This design comes from an exercise in tuning for small area on the open sky130 flow, not from production work.
Function was checked by simulation only, so behaviour that the tests miss may differ from the original.
Power and IR drop assume default switching activity.

== build 21 ==
==> flow/design.v (excerpt) <==
module gameTop (
    input  logic         slowclk,
    input  logic         arstN,
    input  logic [4:0]   buttons,
    input  logic         restartEnable,
    input  logic [1:0]   speed,
    output logic [149:0] view
);
Settings: LEC_CHECK=0, ABC_AREA=1, CAP_MARGIN=5, CORE_MARGIN=2, CORE_UTILIZATION=50, CTS_BUF_LIST=sky130_fd_sc_hd__clkbuf_4 sky130_fd_sc_hd__clkbuf_8, SLEW_MARGIN=5; clock period 10.0 ns.
standard.sh (not shown) runs the stock make flow with config.mk's settings and CLKGATE_MAP_FILE= SYNTH_SCRIPT=/design/flow/synth_recipe.tcl, a recipe that flattens the netlist after the stock synthesis.
==> flow/flow/run.sh <==
#!/bin/bash
# Own layout flow:
#  1. the standard synthesis, unchanged;
#  2. its combinational logic re-mapped for area with ABC, with a few scripts
#     (resynth.ys, area*.abc); every register instance stays exactly as the
#     standard synthesis made it (same name, same cell);
#  3. each re-mapped netlist proven equal to the standard one (eqcheck.py:
#     registers cut into free inputs and checked outputs, SAT proof), and the
#     smallest proven one kept (the standard netlist if none is proven);
#  4. the standard layout steps on that netlist, with the port buffers made
#     from the smallest plain buffer.
# Each tool's output goes to a log file of its own in this folder.
set -euo pipefail
HERE=$(pwd)
R=$HERE/orfs/results/$FLOW_PLATFORM/gameTop/base
LIB=$FLOW_HOME/platforms/$FLOW_PLATFORM/lib/sky130_fd_sc_hd__tt_025C_1v80.lib
BP="BUFFER_PORTS_ARGS=-buffer_cell sky130_fd_sc_hd__buf_1"
CTS="CTS_ARGS=-sink_clustering_enable -repair_clock_nets -buf_list {sky130_fd_sc_hd__clkbuf_8 sky130_fd_sc_hd__clkbuf_16} -sink_clustering_size 40 -sink_clustering_max_diameter 200 -sink_buffer_max_cap_derate 1.0 -dont_use_dummy_load"

bash standard.sh "$BP" synth > log_1_standard_synth.log 2>&1
cp "$R/1_2_yosys.v" "$HERE/standard_synth.v"

DU=$(for c in $(cat flow/dontuse.txt); do printf -- '-dont_use %s ' "$c"; done)
resynth() {
    local n=$1
    sed -e "s#@LIB@#$LIB#g" -e "s#@IN@#$HERE/standard_synth.v#" -e "s#@OUT@#$HERE/resynth_$n.v#" \
        -e "s#@ABC@#$HERE/flow/area$n.abc#" -e "s#@DU@#$DU#" -e "s#@TOP@#$FLOW_TOP#g" \
        flow/resynth.ys > "resynth_$n.ys"
    if timeout 1500 yosys -l "log_2_resynth_$n.log" -s "resynth_$n.ys" > /dev/null 2>&1 &&
       timeout 1500 python3 flow/eqcheck.py "$LIB" "$HERE/standard_synth.v" "$HERE/resynth_$n.v" \
           "$HERE/eq_$n" > "log_3_eqcheck_$n.log" 2>&1; then
        grep -i "chip area" "log_2_resynth_$n.log" | tail -1 | awk '{print $NF}' > "area_$n.txt"
    fi
}
for n in 1 2 3; do resynth $n & done
wait

best=""; bestArea=""
for n in 1 2 3; do
    if [[ -s "area_$n.txt" ]]; then
        a=$(cat "area_$n.txt")
        if [[ -z "$best" ]] || python3 -c "import sys; sys.exit(0 if $a < $bestArea else 1)"; then
            best=$n; bestArea=$a
        fi
    fi
done
echo "chosen netlist: ${best:-standard} ${bestArea}" > log_4_choice.log
if [[ -n "$best" ]]; then
    cp "$HERE/resynth_$best.v" "$R/1_2_yosys.v"
    touch "$R/1_2_yosys.v"
fi

bash standard.sh "$BP" "$CTS" finish > log_5_standard_layout.log 2>&1
==> flow/flow/area1.abc <==
strash
&get -n
&deepsyn -T 60
&put
dch -f
amap
mfs3 -ae
strash
&get -n
&deepsyn -T 60
&put
dch -f
amap
mfs3 -ae
Other scripts of this flow, unchanged in this note and not shown: flow/flow/area2.abc, flow/flow/area3.abc, flow/flow/dontuse.txt, flow/flow/eqcheck.py, flow/flow/resynth.ys
Build 21 finished all stages; the layout is clean.
--- input diff build 21..build 76 ---
--- a/flow/flow/run.sh
+++ b/flow/flow/run.sh
@@ -17,3 +17,3 @@
 BP="BUFFER_PORTS_ARGS=-buffer_cell sky130_fd_sc_hd__buf_1"
-CTS="CTS_ARGS=-sink_clustering_enable -repair_clock_nets -buf_list {sky130_fd_sc_hd__clkbuf_8 sky130_fd_sc_hd__clkbuf_16} -sink_clustering_size 40 -sink_clustering_max_diameter 200 -sink_buffer_max_cap_derate 1.0 -dont_use_dummy_load"
+CTS="CTS_ARGS=-sink_clustering_enable -repair_clock_nets -buf_list {sky130_fd_sc_hd__clkbuf_4 sky130_fd_sc_hd__clkbuf_8} -dont_use_dummy_load"
 
--- outcome ---
Both conditions hold for build 76: the flow ran to the end and the final layout passed the timing, design-rule and antenna checks.
Build 21: no failed stages, no open violations at the end
Build 21 → build 76: relative area change from synthesis to final layout moved down; cell area power density moved down; average vias per placed instance moved up; routed wire length moved down.
[inputs] build 58 vs build 76
--- a/flow/flow/run.sh
+++ b/flow/flow/run.sh
@@ -17,3 +17,2 @@
 BP="BUFFER_PORTS_ARGS=-buffer_cell sky130_fd_sc_hd__buf_1"
-CTS="CTS_ARGS=-sink_clustering_enable -repair_clock_nets -buf_list {sky130_fd_sc_hd__clkbuf_4 sky130_fd_sc_hd__clkbuf_8} -dont_use_dummy_load"
 
@@ -52,2 +51,2 @@
 
-bash standard.sh "$BP" "$CTS" finish > log_5_standard_layout.log 2>&1
+bash standard.sh "$BP" finish > log_5_standard_layout.log 2>&1
==> flow/flow/area1.abc <==
strash
dc2
dc2
dch -f
amap
mfs3 -ae
strash
dch -f
amap
mfs3 -ae
--- a/flow/config.mk
+++ b/flow/config.mk
@@ -8,3 +8,3 @@
 export ABC_AREA = 1
-export CAP_MARGIN = 5
+export CAP_MARGIN = 20
 export CORE_MARGIN = 2
@@ -12,2 +12,2 @@
 export CTS_BUF_LIST = sky130_fd_sc_hd__clkbuf_4 sky130_fd_sc_hd__clkbuf_8
-export SLEW_MARGIN = 5
+export SLEW_MARGIN = 20
### Flow results
Build 58 ended with every stage complete and zero timing, DRC or antenna violations. Build 58 — weighted congestion reported at the end of routability-driven placement about 4.5% lower, build 76 as reference. Diff build 76 -> build 58 | total iterations of the first detailed-routing run | decrease of 1. Post-route worst hold slack, build 58 and build 76: smaller value in build 58. Looking at non-clock buffer total of the final layout, build 58 sits below build 76. Comparing build 76 with build 58, the clock network latency to the later pin of the worst-skew pair came out essentially unchanged. Summary: with build 76 as the reference, routed wire length in build 58 moved down slightly. Relative to build 76, setup slack has gone down in build 58.
#### Input delta (build 38 over build 58)
--- a/flow/flow/run.sh
+++ b/flow/flow/run.sh
@@ -10,3 +10,4 @@
 #  4. the standard layout steps on that netlist, with the port buffers made
-#     from the smallest plain buffer.
+#     from the smallest plain buffer and the clock tree built without dummy
+#     loads (CTS_ARGS below).
 # Each tool's output goes to a log file of its own in this folder.
@@ -17,2 +18,3 @@
 BP="BUFFER_PORTS_ARGS=-buffer_cell sky130_fd_sc_hd__buf_1"
+CTS="CTS_ARGS=-sink_clustering_enable -repair_clock_nets -buf_list {sky130_fd_sc_hd__clkbuf_2 sky130_fd_sc_hd__clkbuf_4} -dont_use_dummy_load"
 
@@ -51,2 +53,2 @@
 
-bash standard.sh "$BP" finish > log_5_standard_layout.log 2>&1
+bash standard.sh "$BP" "$CTS" finish > log_5_standard_layout.log 2>&1
==> flow/flow/area1.abc <==
strash
&get -n
&deepsyn -T 60
&put
dch -f
amap
mfs3 -ae
strash
&get -n
&deepsyn -T 60
&put
dch -f
amap
mfs3 -ae
--- a/flow/config.mk
+++ b/flow/config.mk
@@ -8,6 +8,6 @@
 export ABC_AREA = 1
-export CAP_MARGIN = 20
+export CAP_MARGIN = 5
 export CORE_MARGIN = 2
 export CORE_UTILIZATION = 50
-export CTS_BUF_LIST = sky130_fd_sc_hd__clkbuf_4 sky130_fd_sc_hd__clkbuf_8
-export SLEW_MARGIN = 20
+export CTS_BUF_LIST = sky130_fd_sc_hd__clkbuf_2 sky130_fd_sc_hd__clkbuf_4
+export SLEW_MARGIN = 5
## What came out
In terms of half-perimeter wire length of the detailed placement result, build 58 and build 38 differ only marginally. | fraction of power consumed by sequential logic | build 38 vs build 58 | ≈ equal |. Going from build 58 to build 38, initial antenna violation count up 1; synthesized cell count dropped about 1.7%.
Input changes introduced in build 23 (baseline for comparison: build 38):
--- a/flow/flow/run.sh
+++ b/flow/flow/run.sh
@@ -10,4 +10,3 @@
 #  4. the standard layout steps on that netlist, with the port buffers made
-#     from the smallest plain buffer and the clock tree built without dummy
-#     loads (CTS_ARGS below).
+#     from the smallest plain buffer.
 # Each tool's output goes to a log file of its own in this folder.
Build 23 closes out successfully: all stages finished, all timing, DRC and antenna checks passed. Comparing build 23 with build 38, the combinational fraction of design power came out essentially unchanged. Comparing build 23 against build 38, there is no change at all in hold slack. Diff build 38..build 23 | global placement routability congestion | unchanged. As far as number of iterations in the first detailed-routing pass goes, build 38 and build 23 are indistinguishable; the numbers are identical. Comparing build 23 against build 38, there is no change at all in peak clock frequency supported by timing.
[inputs] build 1 vs build 23
--- a/flow/flow/run.sh
+++ b/flow/flow/run.sh
@@ -10,3 +10,4 @@
 #  4. the standard layout steps on that netlist, with the port buffers made
-#     from the smallest plain buffer.
+#     from the smallest plain buffer and the clock tree built without dummy
+#     loads (CTS_ARGS below).
 # Each tool's output goes to a log file of its own in this folder.
@@ -17,3 +18,3 @@
 BP="BUFFER_PORTS_ARGS=-buffer_cell sky130_fd_sc_hd__buf_1"
-CTS="CTS_ARGS=-sink_clustering_enable -repair_clock_nets -buf_list {sky130_fd_sc_hd__clkbuf_2 sky130_fd_sc_hd__clkbuf_4} -dont_use_dummy_load"
+CTS="CTS_ARGS=-sink_clustering_enable -repair_clock_nets -buf_list {sky130_fd_sc_hd__clkbuf_4 sky130_fd_sc_hd__clkbuf_8} -dont_use_dummy_load"
 
--- a/flow/config.mk
+++ b/flow/config.mk
@@ -11,3 +11,3 @@
 export CORE_UTILIZATION = 50
-export CTS_BUF_LIST = sky130_fd_sc_hd__clkbuf_2 sky130_fd_sc_hd__clkbuf_4
+export CTS_BUF_LIST = sky130_fd_sc_hd__clkbuf_4 sky130_fd_sc_hd__clkbuf_8
 export SLEW_MARGIN = 5
==> comparison <==
- Summary of the comparison: sequential share of power is lower in build 1, relative to build 23.
- Required arrival time at the worst endpoint (higher): build 23
- Summary of build 1 over build 23: final design instance area without fill now sits higher, global placement routability congestion now sits at about the same level, total wire length has remained practically unchanged, cell count held steady, global-route wire length before repair was more or less identical.
- Build 1 vs build 23, first-pass detailed-route iteration total went up by 1.
- Relative to build 23, internal portion of total power increased by 5.2% in build 1.
- The setup slack of build 1 is larger than that of build 23.
- On period utilization: build 1 sits below build 23.

-- port drivers added, routing unchanged --
How much do the figures lean on ideal ports? The routed layouts below were timed once more, with nothing changed but the port constraints. Step 1 (the two cells are an assumption about what drives the block):
set clk [get_ports {slowclk}]
set_driving_cell -lib_cell sky130_fd_sc_hd__clkbuf_16 $clk
set_driving_cell -lib_cell sky130_fd_sc_hd__buf_2 [delete_from_list [all_inputs] $clk]
Step 2 also shifts input and output timing later by t, the mid clock arrival at the registers, as if the neighbouring blocks saw the same clock. a / b / c = ideal ports / drivers / drivers and shift; a / b = the first two.
run	shift t [ns]	setup slack, ns	clock arrival spread, ns	worst data-port slew with drivers (ns)
build 21	0.575	1.591 / 1.591 / 1.591	0.016 / 0.015	0.03
build 76	0.485	1.587 / 1.587 / 1.587	0.025 / 0.024	0.03
build 58	0.491	1.505 / 1.505 / 1.505	0.017 / 0.017	0.03
build 38	0.580	1.552 / 1.552 / 1.552	0.041 / 0.041	0.03
build 23	0.580	1.552 / 1.552 / 1.552	0.041 / 0.041	0.03
build 1	0.485	1.587 / 1.587 / 1.587	0.025 / 0.024	0.03
After both steps setup and hold are still met in every run listed.
